This is an optimization exercise on Yosys and OpenROAD, whose aim is small area, a short achievable clock period and few clock cycles, not a production implementation. Where RTL was checked, it was by simulation tests only, not by an equivalence proof against the original. No activity file was given, so power comes from the tool's default toggle rates.

==> inputs of xenon <==
// icache_dm
module icache_dm #(
    parameter int NUM_LINES = 64
) (
    input  logic        clk,
    input  logic        reset,
    input  logic [31:0] ifetch,
    input  logic [31:0] instraddress,
    input  logic        iready,
    output logic [31:0] instruction,
    output logic        hit,
    output logic        miss,
    output logic [31:0] fetchaddr
);
    localparam int INDEX_W  = 6;
    localparam int TAG_W    = 30 - INDEX_W;
    localparam int PF_AHEAD = 32;    
    localparam int PF_KEEP  = 64;    
    localparam int DW       = 10;    
    logic [NUM_LINES-1:0] valid;
    logic [TAG_W-1:0]     tag_array  [NUM_LINES];
    logic [31:0]          data_array [NUM_LINES];
    logic                 busy;       
    logic [29:0]          out_addr;   
    logic [29:0]          req_addr;   
    logic [29:0]          pf_ptr;     
    logic [29:0]          next_addr;  
    logic [29:0]          addr;
    logic [INDEX_W-1:0]   cur_index;
    logic [TAG_W-1:0]     cur_tag;
    logic [INDEX_W-1:0]   out_index;
    logic                 present;
    logic                 answer;
    logic                 bypass;
    logic                 lookup_hit;
    logic                 mem_free;
    logic                 seq;
    logic                 demand;
    logic [29:0]          pf_eff;
    logic                 pf_want;
    logic                 pf_skip;
    logic                 issue;
    logic                 unused_offset;
    assign addr       = instraddress[31:2];
    assign cur_index  = addr[INDEX_W-1:0];
    assign cur_tag    = addr[29:INDEX_W];
    assign out_index  = out_addr[INDEX_W-1:0];
    assign answer     = busy && iready;
    assign bypass     = answer && (out_addr == addr);
  ...
Settings: LEC_CHECK=0, CAP_MARGIN=20, CORE_MARGIN=2, CORE_UTILIZATION=40, SETUP_SLACK_MARGIN=2.0, SLEW_MARGIN=20, SYNTH_HIERARCHICAL=1, SYNTH_MINIMUM_KEEP_SIZE=0; clock period 5.0 ns.
run.sh (not shown) runs the stock make flow with config.mk's settings and CLKGATE_MAP_FILE= SYNTH_SCRIPT=/design/flow/synth_recipe.tcl, a recipe that flattens the netlist after the stock synthesis.
==> inputs of harbor, as changes to xenon <==
==> flow/design.v (replaced) <==
module icache_dm #(
    parameter int NUM_LINES = 64
) (
    input  logic        clk,
    input  logic        reset,
    input  logic [31:0] ifetch,
    input  logic [31:0] instraddress,
    input  logic        iready,
    output logic [31:0] instruction,
    output logic        hit,
    output logic        miss,
    output logic [31:0] fetchaddr
);
    localparam int INDEX_W  = $clog2(NUM_LINES);
    localparam int TAG_W    = 30 - INDEX_W;
    localparam int PF_AHEAD = 32;    
    localparam int PF_KEEP  = 64;    
    localparam int DW       = 10;    
    logic [NUM_LINES-1:0] valid;
    logic [TAG_W-1:0]     tag_array  [NUM_LINES];
    logic [31:0]          data_array [NUM_LINES];
    logic                 busy;       
    logic [29:0]          out_addr;   
    logic [29:0]          pf_ptr;     
    logic [29:0]          next_addr;  
    logic [29:0]          addr;
    logic [INDEX_W-1:0]   cur_index;
    logic [TAG_W-1:0]     cur_tag;
    logic [INDEX_W-1:0]   out_index;
    logic                 present;
    logic                 answer;
    logic                 bypass;
    logic                 lookup_hit;
    logic                 mem_free;
    logic                 seq;
    logic                 demand;
    logic [29:0]          pf_eff;
    logic                 pf_want;
    logic                 pf_skip;
    logic                 unused_offset;
    assign addr       = instraddress[31:2];
    assign cur_index  = addr[INDEX_W-1:0];
    assign cur_tag    = addr[29:INDEX_W];
    assign out_index  = out_addr[INDEX_W-1:0];
    assign answer     = busy && iready;
    assign bypass     = answer && (out_addr == addr);
    assign mem_free   = !busy || iready;
    assign unused_offset = ^instraddress[1:0];
    logic [7:0]           dec_lo, dec_hi;
    logic [NUM_LINES-1:0] sel;
    logic [31:0]          rd_data;
    logic [TAG_W-1:0]     rd_tag;
    logic                 rd_valid;
    always_comb begin
        for (int k = 0; k < 8; k++) begin
            dec_lo[k] = (cur_index[2:0] == 3'(k));
            dec_hi[k] = (cur_index[5:3] == 3'(k));
        end
        for (int i = 0; i < NUM_LINES; i++)
            sel[i] = dec_hi[i / 8] & dec_lo[i % 8];
        rd_data  = '0;
        rd_tag   = '0;
        rd_valid = 1'b0;
        for (int i = 0; i < NUM_LINES; i++) begin
            rd_data  = rd_data  | (data_array[i] & {32{sel[i]}});
            rd_tag   = rd_tag   | (tag_array[i]  & {TAG_W{sel[i]}});
            rd_valid = rd_valid | (valid[i] & sel[i]);
        end
    end
    assign present = rd_valid && (rd_tag == cur_tag);
    assign lookup_hit = present || bypass;
    assign seq     = hit && (addr == next_addr);
    assign demand  = !seq && !bypass;
    logic [DW-1:0] dist_s, dist_b;
    logic          restart_s, restart_b, want_s, want_b;
    logic [29:0]   eff_s, eff_b, eff1_s, eff1_b, pf_next;
    assign dist_s    = pf_ptr[DW-1:0] - next_addr[DW-1:0];
    assign dist_b    = pf_ptr[DW-1:0] - out_addr[DW-1:0];
    assign restart_s = dist_s > DW'(PF_KEEP);
    assign restart_b = dist_b > DW'(PF_KEEP);
    assign want_s    = restart_s || (dist_s <= DW'(PF_AHEAD));
    assign want_b    = restart_b || (dist_b <= DW'(PF_AHEAD));
    assign eff_s     = restart_s ? next_addr + 30'd1 : pf_ptr;
    assign eff_b     = restart_b ? out_addr + 30'd1 : pf_ptr;
    assign eff1_s    = restart_s ? next_addr + 30'd2 : pf_ptr + 30'd1;
    assign eff1_b    = restart_b ? out_addr + 30'd2 : pf_ptr + 30'd1;
    assign pf_eff  = seq ? eff_s : eff_b;
    assign pf_want = seq ? want_s : want_b;
    assign pf_next = seq ? (want_s ? eff1_s : eff_s) : (want_b ? eff1_b : eff_b);
    assign pf_skip = seq ? (!restart_s && dist_s == '0 && present)
                         : (!restart_b && dist_b == '0);
    assign fetchaddr = {out_addr, 2'b00};
    always_ff @(posedge clk) begin
        instruction <= bypass ? ifetch : rd_data;
        next_addr   <= addr + 30'd1;
    end
    always_ff @(posedge clk) begin
        if (answer && !reset) begin
            data_array[out_index] <= ifetch;
            tag_array[out_index]  <= out_addr[29:INDEX_W];
        end
    end
    always_ff @(posedge clk) begin
        if (reset) begin
            valid    <= '0;
            busy     <= 1'b0;
            hit      <= 1'b0;
            miss     <= 1'b0;
            out_addr <= '0;
            pf_ptr   <= '0;
        end else begin
            hit <= lookup_hit;
            if (answer) valid[out_index] <= 1'b1;
            if (mem_free) begin
                if (demand) begin
                    busy     <= !lookup_hit;
                    miss     <= !lookup_hit;
                    out_addr <= addr;
                    pf_ptr   <= addr + 30'd1;
                end else begin
                    busy     <= pf_want && !pf_skip;
                    miss     <= pf_want && !pf_skip;
                    out_addr <= pf_eff;
                    pf_ptr   <= pf_next;
                end
            end
        end
    end
endmodule
- SETUP_SLACK_MARGIN: 2.0 -> 1.5
- SYNTH_HIERARCHICAL: 1 -> default
- SYNTH_MINIMUM_KEEP_SIZE: 0 -> default
==> inputs of quartz, as changes to xenon <==
--- a/flow/design.v
+++ b/flow/design.v
@@ -8,61 +8,104 @@
             lo[k] = (index[2:0] == 3'(k));
             hi[k] = (index[5:3] == 3'(k));
         end
         for (int i = 0; i < 64; i++)
             sel[i] = hi[i / 8] & lo[i % 8];
     end
 endmodule
-module icache_dm_aoi22 (
-    input  logic a1, a2, b1, b2,
-    output logic y
-);
-    assign y = ~((a1 & a2) | (b1 & b2));
+module icache_dm_or8 (         
+    input  logic [7:0] s,
+    input  logic [7:0] d,
+    output logic       y
+);
+    logic [3:0] n;
+    assign n[0] = ~((s[0] & d[0]) | (s[1] & d[1]));
+    assign n[1] = ~((s[2] & d[2]) | (s[3] & d[3]));
+    assign n[2] = ~((s[4] & d[4]) | (s[5] & d[5]));
+    assign n[3] = ~((s[6] & d[6]) | (s[7] & d[7]));
+    assign y = ~(n[0] & n[1] & n[2] & n[3]);
 endmodule
 module icache_dm_nand4 (
     input  logic a, b, c, d,
     output logic y
 );
     assign y = ~(a & b & c & d);
 endmodule
+module icache_dm_nand3 (
+    input  logic a, b, c,
+    output logic y
+);
+    assign y = ~(a & b & c);
+endmodule
+module icache_dm_nor3 (
+    input  logic a, b, c,
+    output logic y
+);
+    assign y = ~(a | b | c);
+endmodule
 module icache_dm_nor2 (
     input  logic a, b,
     output logic y
 );
     assign y = ~(a | b);
+endmodule
+module icache_dm_xnor2 (
+    input  logic a, b,
+    output logic y
+);
+    assign y = ~(a ^ b);
 endmodule
 module icache_dm_rd (
     input  logic [63:0] sel,
     input  logic [63:0] bits,
     output logic        q
 );
-    logic [31:0] l1;    
     logic [7:0]  l2;    
     logic [3:0]  l3;    
-    for (genvar k = 0; k < 32; k++) begin : g_l1
-        icache_dm_aoi22 u (.a1(sel[2*k]), .a2(bits[2*k]), .b1(sel[2*k+1]), .b2(bits[2*k+1]),
-                           .y(l1[k]));
-    end
     for (genvar k = 0; k < 8; k++) begin : g_l2
-        icache_dm_nand4 u (.a(l1[4*k]), .b(l1[4*k+1]), .c(l1[4*k+2]), .d(l1[4*k+3]), .y(l2[k]));
+        icache_dm_or8 u (.s(sel[8*k +: 8]), .d(bits[8*k +: 8]), .y(l2[k]));
     end
     for (genvar k = 0; k < 4; k++) begin : g_l3
         icache_dm_nor2 u (.a(l2[2*k]), .b(l2[2*k+1]), .y(l3[k]));
     end
     icache_dm_nand4 u_l4 (.a(l3[0]), .b(l3[1]), .c(l3[2]), .d(l3[3]), .y(q));
 endmodule
-module icache_dm_cmp #(
-    parameter int W = 24
-) (
-    input  logic         valid,
-    input  logic [W-1:0] a,
-    input  logic [W-1:0] b,
-    output logic         match
-);
-    assign match = valid && (a == b);
+module icache_dm_cmp (
+    input  logic        valid,
+    input  logic [23:0] a,
+    input  logic [23:0] b,
+    output logic        match_n
+);
+    logic [23:0] e;
+    logic [5:0]  g;
+    logic [1:0]  h;
+    for (genvar k = 0; k < 24; k++) begin : g_e
+        icache_dm_xnor2 u (.a(a[k]), .b(b[k]), .y(e[k]));
+    end
+    for (genvar k = 0; k < 6; k++) begin : g_g
+        icache_dm_nand4 u (.a(e[4*k]), .b(e[4*k+1]), .c(e[4*k+2]), .d(e[4*k+3]), .y(g[k]));
+    end
+    for (genvar k = 0; k < 2; k++) begin : g_h
+        icache_dm_nor3 u (.a(g[3*k]), .b(g[3*k+1]), .c(g[3*k+2]), .y(h[k]));
+    end
+    icache_dm_nand3 u_m (.a(h[0]), .b(h[1]), .c(valid), .y(match_n));
+endmodule
+module icache_dm_dec_d (
+    input  logic [5:0]  index,
+    output logic [63:0] sel
+);
+    logic [7:0] lo, hi;
+    always_comb begin
+        for (int k = 0; k < 8; k++) begin
+            lo[k] = (index[2:0] == 3'(k));
+            hi[k] = (index[5:3] == 3'(k));
+        end
+        for (int i = 0; i < 64; i++)
+            sel[i] = hi[i / 8] & lo[i % 8];
+    end
 endmodule
 module icache_dm #(
     parameter int NUM_LINES = 64
 ) (
     input  logic        clk,
     input  logic        reset,
     input  logic [31:0] ifetch,
@@ -107,34 +150,38 @@
     assign cur_tag    = addr[29:INDEX_W];
     assign out_index  = out_addr[INDEX_W-1:0];
     assign answer     = busy && iready;
     assign bypass     = answer && (out_addr == addr);
     assign mem_free   = !busy || iready;
     assign unused_offset = ^instraddress[1:0];
     logic [NUM_LINES-1:0] sel;
+    logic [NUM_LINES-1:0] sel_d;
+    logic                 present_n;
     logic [31:0]          rd_data;
     logic [TAG_W-1:0]     rd_tag;
     logic                 rd_valid;
-    icache_dm_dec u_dec (.index(cur_index), .sel(sel));
+    icache_dm_dec   u_dec   (.index(cur_index), .sel(sel));
+    icache_dm_dec_d u_dec_d (.index(cur_index), .sel(sel_d));
     for (genvar b = 0; b < 32; b++) begin : g_rd_data
         logic [NUM_LINES-1:0] col;
         for (genvar i = 0; i < NUM_LINES; i++) begin : g_col
             assign col[i] = data_array[i][b];
         end
-        icache_dm_rd u_rd (.sel(sel), .bits(col), .q(rd_data[b]));
+        icache_dm_rd u_rd (.sel(sel_d), .bits(col), .q(rd_data[b]));
     end
     for (genvar b = 0; b < TAG_W; b++) begin : g_rd_tag
         logic [NUM_LINES-1:0] col;
         for (genvar i = 0; i < NUM_LINES; i++) begin : g_col
             assign col[i] = tag_array[i][b];
         end
         icache_dm_rd u_rd (.sel(sel), .bits(col), .q(rd_tag[b]));
     end
     icache_dm_rd u_rd_valid (.sel(sel), .bits(valid), .q(rd_valid));
-    icache_dm_cmp #(.W(TAG_W)) u_cmp (.valid(rd_valid), .a(rd_tag), .b(cur_tag), .match(present));
+    icache_dm_cmp u_cmp (.valid(rd_valid), .a(rd_tag), .b(cur_tag), .match_n(present_n));
+    assign present = !present_n;
     assign lookup_hit = present || bypass;
     assign seq    = hit && (addr == next_addr);
     assign demand = !seq && !bypass;
     logic [DW-1:0] dist_s, dist_b;
     logic          restart_s, restart_b, want_s, want_b;
     logic [29:0]   eff_s, eff_b, eff1_s, eff1_b, pf_next;
     assign dist_s    = pf_ptr[DW-1:0] - next_addr[DW-1:0];
==> summary of the runs <==
Register-to-register slack: quartz is worse than harbor (0.17 ns). quartz completed without violations. harbor finished clean. xenon finished with timing, DRC and antenna clean. Between harbor and quartz, the lower maximum frequency is in harbor (gap about 6%, measured against quartz). Of harbor and xenon, xenon has the higher sequential cell count (gap 31). Count of clock-buffer cells in the layout: xenon > quartz > harbor.
Testbench counts of harbor, summed over its fixed seeds: cycles 38,060.
No functional check of the RTL was part of xenon and quartz.


==> build 30 <==
Another version of the RTL of icache_dm (not shown whole).
Settings: LEC_CHECK=0, CAP_MARGIN=20, CORE_MARGIN=2, CORE_UTILIZATION=55, SETUP_SLACK_MARGIN=1.0, SLEW_MARGIN=20, SYNTH_HIERARCHICAL=1, SYNTH_MINIMUM_KEEP_SIZE=0; clock period 5.0 ns.
==> build 49 (differences from build 30) <==
--- a/flow/design.v
+++ b/flow/design.v
@@ -1,20 +1,6 @@
-module icache_dm_dec (
-    input  logic [5:0]  index,
-    output logic [63:0] sel
-);
-    logic [7:0] lo, hi;
-    always_comb begin
-        for (int k = 0; k < 8; k++) begin
-            lo[k] = (index[2:0] == 3'(k));
-            hi[k] = (index[5:3] == 3'(k));
-        end
-        for (int i = 0; i < 64; i++)
-            sel[i] = hi[i / 8] & lo[i % 8];
-    end
-endmodule
 module icache_dm_or8 (         
     input  logic [7:0] s,
     input  logic [7:0] d,
     output logic       y
 );
     logic [3:0] n;
@@ -33,35 +19,41 @@
 module icache_dm_nand3 (
     input  logic a, b, c,
     output logic y
 );
     assign y = ~(a & b & c);
 endmodule
+module icache_dm_nand2 (
+    input  logic a, b,
+    output logic y
+);
+    assign y = ~(a & b);
+endmodule
 module icache_dm_nor3 (
     input  logic a, b, c,
     output logic y
 );
     assign y = ~(a | b | c);
 endmodule
+module icache_dm_xnor2 (
+    input  logic a, b,
+    output logic y
+);
+    assign y = ~(a ^ b);
+endmodule
 module icache_dm_nor2 (
     input  logic a, b,
     output logic y
 );
     assign y = ~(a | b);
 endmodule
 module icache_dm_mux2 (        
     input  logic s, a, b,
     output logic y
 );
     assign y = s ? a : b;
-endmodule
-module icache_dm_xnor2 (
-    input  logic a, b,
-    output logic y
-);
-    assign y = ~(a ^ b);
 endmodule
 module icache_dm_rd (
     input  logic [63:0] sel,
     input  logic [63:0] bits,
     output logic        q
 );
@@ -72,13 +64,13 @@
     end
     for (genvar k = 0; k < 4; k++) begin : g_l3
         icache_dm_nor2 u (.a(l2[2*k]), .b(l2[2*k+1]), .y(l3[k]));
     end
     icache_dm_nand4 u_l4 (.a(l3[0]), .b(l3[1]), .c(l3[2]), .d(l3[3]), .y(q));
 endmodule
-module icache_dm_cmp (
+module icache_dm_lmatch (
     input  logic        valid,
     input  logic [23:0] a,
     input  logic [23:0] b,
     output logic        match_n
 );
     logic [23:0] e;
@@ -92,24 +84,60 @@
     end
     for (genvar k = 0; k < 2; k++) begin : g_h
         icache_dm_nor3 u (.a(g[3*k]), .b(g[3*k+1]), .c(g[3*k+2]), .y(h[k]));
     end
     icache_dm_nand3 u_m (.a(h[0]), .b(h[1]), .c(valid), .y(match_n));
 endmodule
+module icache_dm_hit8 (
+    input  logic [7:0] s_n,
+    input  logic [7:0] m_n,
+    output logic       y_n
+);
+    logic [3:0] p;
+    assign p[0] = ~((s_n[0] | m_n[0]) & (s_n[1] | m_n[1]));
+    assign p[1] = ~((s_n[2] | m_n[2]) & (s_n[3] | m_n[3]));
+    assign p[2] = ~((s_n[4] | m_n[4]) & (s_n[5] | m_n[5]));
+    assign p[3] = ~((s_n[6] | m_n[6]) & (s_n[7] | m_n[7]));
+    assign y_n = ~(p[0] | p[1] | p[2] | p[3]);
+endmodule
+module icache_dm_pre3 (
+    input  logic [2:0] a,
+    output logic [7:0] y
+);
+    always_comb
+        for (int k = 0; k < 8; k++)
+            y[k] = (a == 3'(k));
+endmodule
+module icache_dm_pre3_n (
+    input  logic [2:0] a,
+    output logic [7:0] y_n
+);
+    always_comb
+        for (int k = 0; k < 8; k++)
+            y_n[k] = (a != 3'(k));
+endmodule
+module icache_dm_dec_n (
+    input  logic [5:0]  index,
+    output logic [63:0] sel_n
+);
+    logic [7:0] lo, hi;
+    icache_dm_pre3 u_lo (.a(index[2:0]), .y(lo));
+    icache_dm_pre3 u_hi (.a(index[5:3]), .y(hi));
+    for (genvar i = 0; i < 64; i++) begin : g_sel
+        icache_dm_nand2 u (.a(hi[i / 8]), .b(lo[i % 8]), .y(sel_n[i]));
+    end
+endmodule
 module icache_dm_dec_d (
     input  logic [5:0]  index,
     output logic [63:0] sel
 );
-    logic [7:0] lo, hi;
-    always_comb begin
-        for (int k = 0; k < 8; k++) begin
-            lo[k] = (index[2:0] == 3'(k));
-            hi[k] = (index[5:3] == 3'(k));
-        end
-        for (int i = 0; i < 64; i++)
-            sel[i] = hi[i / 8] & lo[i % 8];
+    logic [7:0] lo_n, hi_n;
+    icache_dm_pre3_n u_lo (.a(index[2:0]), .y_n(lo_n));
+    icache_dm_pre3_n u_hi (.a(index[5:3]), .y_n(hi_n));
+    for (genvar i = 0; i < 64; i++) begin : g_sel
+        icache_dm_nor2 u (.a(hi_n[i / 8]), .b(lo_n[i % 8]), .y(sel[i]));
     end
 endmodule
 module icache_dm #(
     parameter int NUM_LINES = 64
 ) (
     input  logic        clk,
@@ -133,13 +161,13 @@
     logic [29:0]          req_addr;   
     logic [29:0]          pf_ptr;     
     logic [29:0]          next_addr;  
     logic [6:0]           pf_d;
     logic [29:0]          sv_ptr;
     logic [6:0]           sv_d;
-    logic                 sv_valid;
+    logic                 restore;
     logic [29:0]          addr;
     logic [INDEX_W-1:0]   cur_index;
     logic [TAG_W-1:0]     cur_tag;
     logic [INDEX_W-1:0]   out_index;
     logic                 present_n;
     logic                 answer;
@@ -153,47 +181,47 @@
     assign cur_tag    = addr[29:INDEX_W];
     assign out_index  = out_addr[INDEX_W-1:0];
     assign answer     = busy && iready;
     assign bypass     = answer && (out_addr == addr);
     assign mem_free   = !busy || iready;
     assign unused_offset = ^instraddress[1:0];
-    logic [NUM_LINES-1:0] sel;
     logic [NUM_LINES-1:0] sel_d;
     logic [31:0]          rd_data;
-    logic [TAG_W-1:0]     rd_tag;
-    logic                 rd_valid;
-    icache_dm_dec   u_dec   (.index(cur_index), .sel(sel));
     icache_dm_dec_d u_dec_d (.index(cur_index), .sel(sel_d));
     for (genvar b = 0; b < 32; b++) begin : g_rd_data
         logic [NUM_LINES-1:0] col;
         for (genvar i = 0; i < NUM_LINES; i++) begin : g_col
             assign col[i] = data_array[i][b];
         end
         icache_dm_rd u_rd (.sel(sel_d), .bits(col), .q(rd_data[b]));
     end
-    for (genvar b = 0; b < TAG_W; b++) begin : g_rd_tag
-        logic [NUM_LINES-1:0] col;
-        for (genvar i = 0; i < NUM_LINES; i++) begin : g_col
-            assign col[i] = tag_array[i][b];
-        end
-        icache_dm_rd u_rd (.sel(sel), .bits(col), .q(rd_tag[b]));
-    end
-    icache_dm_rd u_rd_valid (.sel(sel), .bits(valid), .q(rd_valid));
-    icache_dm_cmp u_cmp (.valid(rd_valid), .a(rd_tag), .b(cur_tag), .match_n(present_n));
+    logic [NUM_LINES-1:0] sel_n;
+    logic [NUM_LINES-1:0] match_n;
+    logic [7:0]           grp_n;     
+    logic [1:0]           half;      
+    icache_dm_dec_n u_dec_n (.index(cur_index), .sel_n(sel_n));
+    for (genvar i = 0; i < NUM_LINES; i++) begin : g_match
+        icache_dm_lmatch u_m (.valid(valid[i]), .a(tag_array[i]), .b(cur_tag),
+                              .match_n(match_n[i]));
+    end
+    for (genvar k = 0; k < 8; k++) begin : g_hit8
+        icache_dm_hit8 u_h (.s_n(sel_n[8*k +: 8]), .m_n(match_n[8*k +: 8]), .y_n(grp_n[k]));
+    end
+    icache_dm_nand4 u_half0 (.a(grp_n[0]), .b(grp_n[1]), .c(grp_n[2]), .d(grp_n[3]), .y(half[0]));
+    icache_dm_nand4 u_half1 (.a(grp_n[4]), .b(grp_n[5]), .c(grp_n[6]), .d(grp_n[7]), .y(half[1]));
+    icache_dm_nor2  u_pres  (.a(half[0]), .b(half[1]), .y(present_n));
     assign seq    = hit && (addr == next_addr);
     assign demand = !seq && !bypass;
-    logic        restore;
     logic [29:0] ptr;         
     logic [6:0]  ptr_d;        
     logic        d_far, d_zero, want_s;
     logic [29:0] cand;        
     logic [29:0] ptr_next;    
     logic [6:0]  d_next;
     logic        issue_a;     
     logic        issue_p;     
-    assign restore = sv_valid && hit && !sv_d[6];
     assign ptr     = restore ? sv_ptr : pf_ptr;
     assign ptr_d    = restore ? sv_d : pf_d;
     assign d_far  = ptr_d[6];
     assign d_zero = (ptr_d == 7'd0);
     assign want_s = d_far || (ptr_d <= 7'(PF_AHEAD));
     always_comb begin
@@ -227,13 +255,18 @@
     assign hit_a  = !reset && bypass;
     assign hit_p  = !reset;
     assign busy_a = !reset && (mem_free ? issue_a : busy);
     assign busy_p = !reset && (mem_free ? issue_p : busy);
     assign miss_a = !reset && mem_free && issue_a;
     assign miss_p = !reset && mem_free && issue_p;
+    logic [6:0] sv_d_next;
+    logic       restore_p, restore_d;
+    assign sv_d_next = ptr[6:0] + ~addr[6:0];           
+    assign restore_p = !reset && mem_free && demand && !sv_d_next[6];
     logic hit_d, busy_d, miss_d;
+    icache_dm_nor2 u_rest (.a(present_n), .b(!restore_p), .y(restore_d));
     icache_dm_mux2 u_hit  (.s(present_n), .a(hit_a),  .b(hit_p),  .y(hit_d));
     icache_dm_mux2 u_busy (.s(present_n), .a(busy_a), .b(busy_p), .y(busy_d));
     icache_dm_mux2 u_miss (.s(present_n), .a(miss_a), .b(miss_p), .y(miss_d));
     assign fetchaddr = {req_addr, 2'b00};
     always_ff @(posedge clk) begin
         hit         <= hit_d;
@@ -259,20 +292,15 @@
     end
     always_ff @(posedge clk) begin
         if (mem_free) begin
             req_addr <= cand;
             pf_ptr   <= ptr_next;
         end
-        sv_ptr <= ptr;
-        sv_d   <= ptr[6:0] + ~addr[6:0];              
-    end
-    always_ff @(posedge clk) begin
-        if (reset)
-            sv_valid <= 1'b0;
-        else
-            sv_valid <= mem_free && demand;
+        sv_ptr  <= ptr;
+        sv_d    <= sv_d_next;
+        restore <= restore_d;
     end
     always_ff @(posedge clk) begin
         if (reset)
             out_addr <= '0;
         else if (mem_free)
             out_addr <= cand;
- SETUP_SLACK_MARGIN: 1.0 -> 1.5
==> summary.md <==
| Metric | Value |
|---|---|
| Status | timing/DRC/antenna clean |
| Post-Synth Adder-Cell Area | 0.002154 |
| Core Area | 0.2542 mm^2 |
| Main combinational cell family by area after synthesis | compound AO/OA/AOI/OAI gates |
| P&R area growth vs syn | 16.66% |
| Sequential element share of the synthesized area | 0.8076 |
| Hold Path Class | in -> reg |
| Critical Path Slowest Stage Cell | or4b_1 |
| Area of the multi-input gates | 0.02760 mm^2 |
| Max VDD drop | 357.0 uV |
| Seq pwr | 35.7 mW |
the above is filed under build 30

==> summary.md <==
| Metric | Value |
|---|---|
| Status | timing/DRC/antenna clean |
| Final Non-Filler Cells | 13670 |
| Worst EP required | 5.80 ns |
| Sequential element share of the synthesized area | 0.7558 |
| M1 WL | 175.5 mm |
| Seq pwr | 35.9 mW |
| Critical Path Slowest Stage Cell | nor3b_2 |
| Signal buffers | 603 |
| CP startpoint kind | primary input |
| Post-Synth Adder-Cell Area | 0.002099 |
| Hold Path Class | reg -> reg |
| Die height | 526.6 um |
| Core Area | 0.2712 mm^2 |
| Main combinational cell family by area after synthesis | XOR/XNOR gates |
| Hold Slack | 0.4661 ns |
| Gr usage total | 0.3246 |
| Fin crit period | 3.520 ns |
| CP delay by family, top | buffers and inverters |
| Top-count cell post-synth | edfxtp_1 |
| Area of the multi-input gates | 0.03681 mm^2 |
the above is filed under build 49

Testbench counts of build 49, summed over its fixed seeds: cycles 37,271.
The RTL of build 30 was laid out without a check of its function.

separate check: timing with driven ports:
Ports are ideal in the flow. The routed layouts listed here were re-timed in OpenROAD. Step 1: set_driving_cell puts a clkbuf_16 on clk and a buf_2 on each other input, an assumption about the parent block. Step 2 times the ports against the registers' clock, not the clock port: input delays grow and output delays shrink by t, the midpoint of the rising clock arrivals with the driver on. Slacks: ideal ports / drivers / drivers and shift; pairs: ideal ports / drivers.
run	t, ns	setup slack, ns	worst setup path after step 2	slew at the worst register clock pin (ns)	cell pins on the clock port's net
xenon	1.045	0.949 / 0.999 / -0.046	input to register	0.07 / 0.07	1
harbor	1.031	0.888 / 0.955 / -0.077	input to register	0.07 / 0.07	1
quartz	1.032	1.126 / 1.143 / 0.112	input to register	0.07 / 0.07	1
build 30	1.049	0.986 / 1.070 / 0.021	input to register	0.07 / 0.07	1
build 49	1.023	1.480 / 1.550 / 0.527	input to register	0.07 / 0.07	1
With both steps, setup timing fails in xenon and harbor, where it was met with ideal ports. The setup slack of quartz, which loses most, moves by +0.017 ns with the drivers and by -1.014 ns with both steps.
